Context: an optimization exercise on an open-source flow, tuned for small area, a short achievable clock period and few clock cycles per item. The choices shown serve that exercise and are no tape-out recipe.
Where RTL was checked, it was by simulation tests only, not by an equivalence proof against the original.

==> branch lagoon: inputs <==
## epoch_seconds_to_calendar_top
module epoch_seconds_to_calendar_top (
  input  wire logic        clk,
  input  wire logic        rst,
  input  wire logic        din_valid,
  output wire logic        din_ready,
  input  wire logic [31:0] din_epoch_seconds,
  output wire logic        dout_valid,
  input  wire logic        dout_ready,
  output wire logic [5:0]  dout_second_of_minute,
  output wire logic [5:0]  dout_minute_of_hour,
  output wire logic [4:0]  dout_hour_of_day,
  output wire logic [2:0]  dout_weekday,
  output wire logic [7:0]  dout_year_offset,
  output wire logic [3:0]  dout_month_number,
  output wire logic [4:0]  dout_day_of_month
);
clock: 11.0 ns
lec_check: 0
abc_clock_period_in_ps: 5000
cap_margin: 20
core_margin: 2
core_utilization: 40
setup_slack_margin: 5
slew_margin: 20
run.sh (not shown) runs the stock make flow with config.mk's settings and CLKGATE_MAP_FILE= SYNTH_SCRIPT=/design/flow/synth_recipe.tcl, a recipe that flattens the netlist after the stock synthesis.
==> inputs of branch maple, as changes to branch lagoon <==
--- a/flow/design.v
+++ b/flow/design.v
@@ -72,14 +72,14 @@
   output wire logic [2:0]  dout_weekday,
   output wire logic [7:0]  dout_year_offset,
   output wire logic [3:0]  dout_month_number,
   output wire logic [4:0]  dout_day_of_month
 );
   logic adv;
-  logic v1, v2, v3, v4;
-  assign adv       = !v4 || dout_ready;
+  logic v1, v2, v3;
+  assign adv       = !v3 || dout_ready;
   assign din_ready = adv;
   logic [24:0] x0;
   logic [18:0] a0, a1, a2, a3, a4, a5, a6;
   logic [18:0] s1, c1, s2, c2, s3, c3, s4, c4, s5, c5;
   assign x0 = din_epoch_seconds[31:7];
   assign a0 = 19'(x0[24:7]);
@@ -96,27 +96,26 @@
   assign s3 = s1 ^ c1 ^ s2;
   assign c3 = ((s1 & c1) | (s1 & s2) | (c1 & s2)) << 1;
   assign s4 = s3 ^ c3 ^ c2;
   assign c4 = ((s3 & c3) | (s3 & c2) | (c3 & c2)) << 1;
   assign s5 = s4 ^ c4 ^ a6;
   assign c5 = ((s4 & c4) | (s4 & a6) | (c4 & a6)) << 1;
-  logic [3:0] lo0;
-  assign lo0 = {1'b0, s5[2:0]} + {1'b0, c5[2:0]};
-  logic [15:0] r1_s, r1_c;
-  logic        r1_ci;
+  logic [18:0] p0;
+  assign p0 = s5 + c5;
+  logic [15:0] r1_qe;
   logic [17:0] r1_lo;      
-  logic [15:0] s2_qe;
   logic [10:0] s2_r;       
   logic        s2_c;
   logic [9:0]  s2_rem;
   logic        s2_g;       
   logic [5:0]  r1_qb;
   logic [5:0]  s2_q4e;
   logic [11:0] s2_l;
   logic [11:0] s2_rp;
-  assign s2_qe  = r1_s + r1_c + {15'd0, r1_ci};
+  logic [15:0] s2_qe;
+  assign s2_qe  = r1_qe;
   assign s2_r   = r1_lo[17:7] - ({s2_qe[1:0], 9'd0} + {s2_qe[3:0], 7'd0} + {s2_qe[5:0], 5'd0}
                                  + {s2_qe[9:0], 1'd0} + s2_qe[10:0]);
   assign s2_c   = (s2_r >= 11'd675);
   assign s2_rem = s2_c ? 10'(s2_r - 11'd675) : s2_r[9:0];
   assign s2_g   = (s2_qe >= 16'd47541) || ((s2_qe == 16'd47540) && s2_c);
   assign r1_qb  = s2_qe[15:10];
@@ -136,19 +135,21 @@
   assign s2_l[7] = 64'h9c4771dc4711dc77 >> r1_qb & 1'b1;
   assign s2_l[8] = 64'he0787e1f87e1e078 >> r1_qb & 1'b1;
   assign s2_l[9] = 64'h9224c9324c9324c9 >> r1_qb & 1'b1;
   assign s2_l[10] = 64'he3b88e2388e2388e >> r1_qb & 1'b1;
   assign s2_l[11] = 64'h6e6446ee446ee446 >> r1_qb & 1'b1;
   assign s2_rp  = s2_qe[11:0] + s2_l;
-  logic [5:0] s2_w1;
-  logic [3:0] s2_w2;
-  logic [2:0] s2_wq;
-  assign s2_w1 = 6'd4 + {3'd0, s2_qe[2:0]} + {3'd0, s2_qe[5:3]} + {3'd0, s2_qe[8:6]}
-               + {3'd0, s2_qe[11:9]} + {3'd0, s2_qe[14:12]} + {5'd0, s2_qe[15]};
-  assign s2_w2 = {1'b0, s2_w1[5:3]} + {1'b0, s2_w1[2:0]};
-  assign s2_wq = (s2_w2 >= 4'd7) ? 3'(s2_w2 - 4'd7) : s2_w2[2:0];
+  function automatic logic [2:0] add7(input logic [2:0] a, input logic [2:0] b);
+    logic [3:0] t;
+    t = {1'b0, a} + {1'b0, b};
+    add7 = t[2:0] + {2'd0, t[3]};
+  endfunction
+  logic [2:0] s2_wa, s2_wb, s2_wq;
+  assign s2_wa = add7(add7(s2_qe[2:0], s2_qe[5:3]), s2_qe[8:6]);
+  assign s2_wb = add7(add7(s2_qe[11:9], s2_qe[14:12]), 3'd4 + {2'd0, s2_qe[15]});
+  assign s2_wq = add7(s2_wa, s2_wb);
   logic [11:0] r2_rp;
   logic        r2_c;
   logic        r2_g;
   logic [5:0]  r2_q4e;
   logic [16:0] r2_sod;
   logic [2:0]  r2_wq;
@@ -184,13 +185,13 @@
     endcase
   end
   assign s3_doy = s3_r[8:0] - s3_off;
   assign s3_ya  = {r2_q4e, 2'd0} + {5'd0, s3_nn} - 8'd2;
   logic [2:0] s3_w4;
   logic [2:0] s3_wd;
-  assign s3_w4 = r2_wq + {2'd0, r2_c};
+  assign s3_w4 = add7(r2_wq, {2'd0, r2_c});
   assign s3_wd = (s3_w4 == 3'd7) ? 3'd1 : s3_w4 + 3'd1;
   logic [5:0]  s3_ha;
   logic [4:0]  s3_he;
   logic [8:0]  s3_l2;
   logic [8:0]  s3_hr;      
   logic        s3_hc;
@@ -271,45 +272,34 @@
   assign s4_l3[1] = 128'hf0e1e1c3c387870f0e1e1c3c387870f0 >> s4_ma & 1'b1;
   assign s4_l3[2] = 128'h00fe01fc03f807f00fe01fc03f807f00 >> s4_ma & 1'b1;
   assign s4_l3[3] = 128'h00fffe0003fff8000fffe0003fff8000 >> s4_ma & 1'b1;
   assign s4_l3[4] = 128'hcc6666ccce6664ccc6666ccce6664ccc >> s4_ma & 1'b1;
   assign s4_mr = r3_z[4:0] + s4_l3;
   assign s4_mc = (s4_mr >= 5'd15);
-  logic [5:0]  r4_sec;
-  logic [5:0]  r4_min;
-  logic [4:0]  r4_hour;
-  logic [2:0]  r4_wd;
-  logic [7:0]  r4_year;
-  logic [3:0]  r4_month;
-  logic [4:0]  r4_day;
-  assign dout_valid            = v4;
-  assign dout_second_of_minute = r4_sec;
-  assign dout_minute_of_hour   = r4_min;
-  assign dout_hour_of_day      = r4_hour;
-  assign dout_weekday          = r4_wd;
-  assign dout_year_offset      = r4_year;
-  assign dout_month_number     = r4_month;
-  assign dout_day_of_month     = r4_day;
+  assign dout_valid            = v3;
+  assign dout_second_of_minute = {(s4_mc ? 4'(s4_mr - 5'd15) : s4_mr[3:0]), r3_s};
+  assign dout_minute_of_hour   = s4_me + {5'd0, s4_mc};
+  assign dout_hour_of_day      = r3_h;
+  assign dout_weekday          = r3_wd;
+  assign dout_year_offset      = r3_ya + {7'd0, t[10]};
+  assign dout_month_number     = s4_month;
+  assign dout_day_of_month     = r3_doy[4:0] - s4_cum;
   always_ff @(posedge clk) begin
     if (rst) begin
       v1 <= 1'b0;
       v2 <= 1'b0;
       v3 <= 1'b0;
-      v4 <= 1'b0;
     end else if (adv) begin
       v1 <= din_valid;
       v2 <= v1;
       v3 <= v2;
-      v4 <= v3;
     end
   end
   always_ff @(posedge clk) begin
     if (adv) begin
-      r1_s     <= s5[18:3];
-      r1_c     <= c5[18:3];
-      r1_ci    <= lo0[3];
+      r1_qe    <= p0[18:3];
       r1_lo    <= din_epoch_seconds[17:0];
       r2_rp    <= s2_rp;
       r2_c     <= s2_c;
       r2_g     <= s2_g;
       r2_q4e   <= s2_q4e;
       r2_sod   <= {s2_rem, r1_lo[6:0]};
@@ -317,17 +307,10 @@
       r3_doy   <= s3_doy;
       r3_ya    <= s3_ya;
       r3_wd    <= s3_wd;
       r3_h     <= s3_he + {4'd0, s3_hc};
       r3_z     <= {s3_hrem, r2_sod[3:2]};
       r3_s     <= r2_sod[1:0];
-      r4_sec   <= {(s4_mc ? 4'(s4_mr - 5'd15) : s4_mr[3:0]), r3_s};
-      r4_min   <= s4_me + {5'd0, s4_mc};
-      r4_hour  <= r3_h;
-      r4_wd    <= r3_wd;
-      r4_year  <= r3_ya + {7'd0, t[10]};
-      r4_month <= s4_month;
-      r4_day   <= r3_doy[4:0] - s4_cum;
     end
   end
 endmodule
 `default_nettype wire
Settings changed: ABC_CLOCK_PERIOD_IN_PS 5000 to unset, CORE_UTILIZATION 40 to 60.
==> metrics.csv <==
stage,metric,value,unit
run_status,outcome,timing/DRC/antenna clean,
route,totalWireLength,31.6,mm
finish,bufAreaShareNonClock,8.28,%
setup_path,r2r_cells,20,
finish,nets,1963,
yosys,synth_edf_count,111,
timing,layout_min_cycle_time,6.45,ns
setup_path,reg2reg_from,r2_c$_DFFE_PP_,
floorplan,fp-row-count,56,
global_routing,use_met3,3.61,%
finish,area.growth.synth_to_final,18.6,%
clock_network,clock_sinks,114,
-- figures above: branch maple

==> metrics.csv <==
stage,metric,value,unit
setup_path,reg2reg_from,r1_s[0]$_DFFE_PP_,
floorplan,fp-row-count,72,
global_routing,use_met3,2.83,%
clock_network,cts_buffer_depth,2,
finish,bufAreaShareNonClock,5.94,%
route,routed.top_layer,met4,
clock_network,clock_sinks,169,
finish,n_all_buffers,109,
run_status,outcome,timing/DRC/antenna clean,
yosys,synth_edf_count,165,
route,totalWireLength,34.3,mm
-- figures above: branch lagoon

Testbench counts of branch maple, summed over its fixed seeds: cycles 8,024, items 8,000.
Only the layout flow was run in branch lagoon; the RTL was not checked for function there.

## re-timing with driven ports
How much do the figures lean on ideal ports? The routed layouts below were timed once more, with nothing changed but the port constraints. Step 1 sets driving cells, clkbuf_16 on the clock port and buf_2 on the other inputs (assumed; they add their load-dependent delay and slew). Step 2 times the ports against the registers' clock, not the clock port: input delays grow and output delays shrink by t, the midpoint of the rising clock arrivals with the driver on. Three values: ideal ports, drivers, drivers and shift; two values: the first two.
run	t, ns	setup slack, ns	latest minus earliest clock arrival (ns)	pins driven straight from the clock port
branch lagoon	0.498	4.806 / 4.806 / 4.806	0.015 / 0.015	1
branch maple	0.460	4.548 / 4.502 / 4.675	0.012 / 0.011	1
After both steps setup and hold are still met in every run listed.
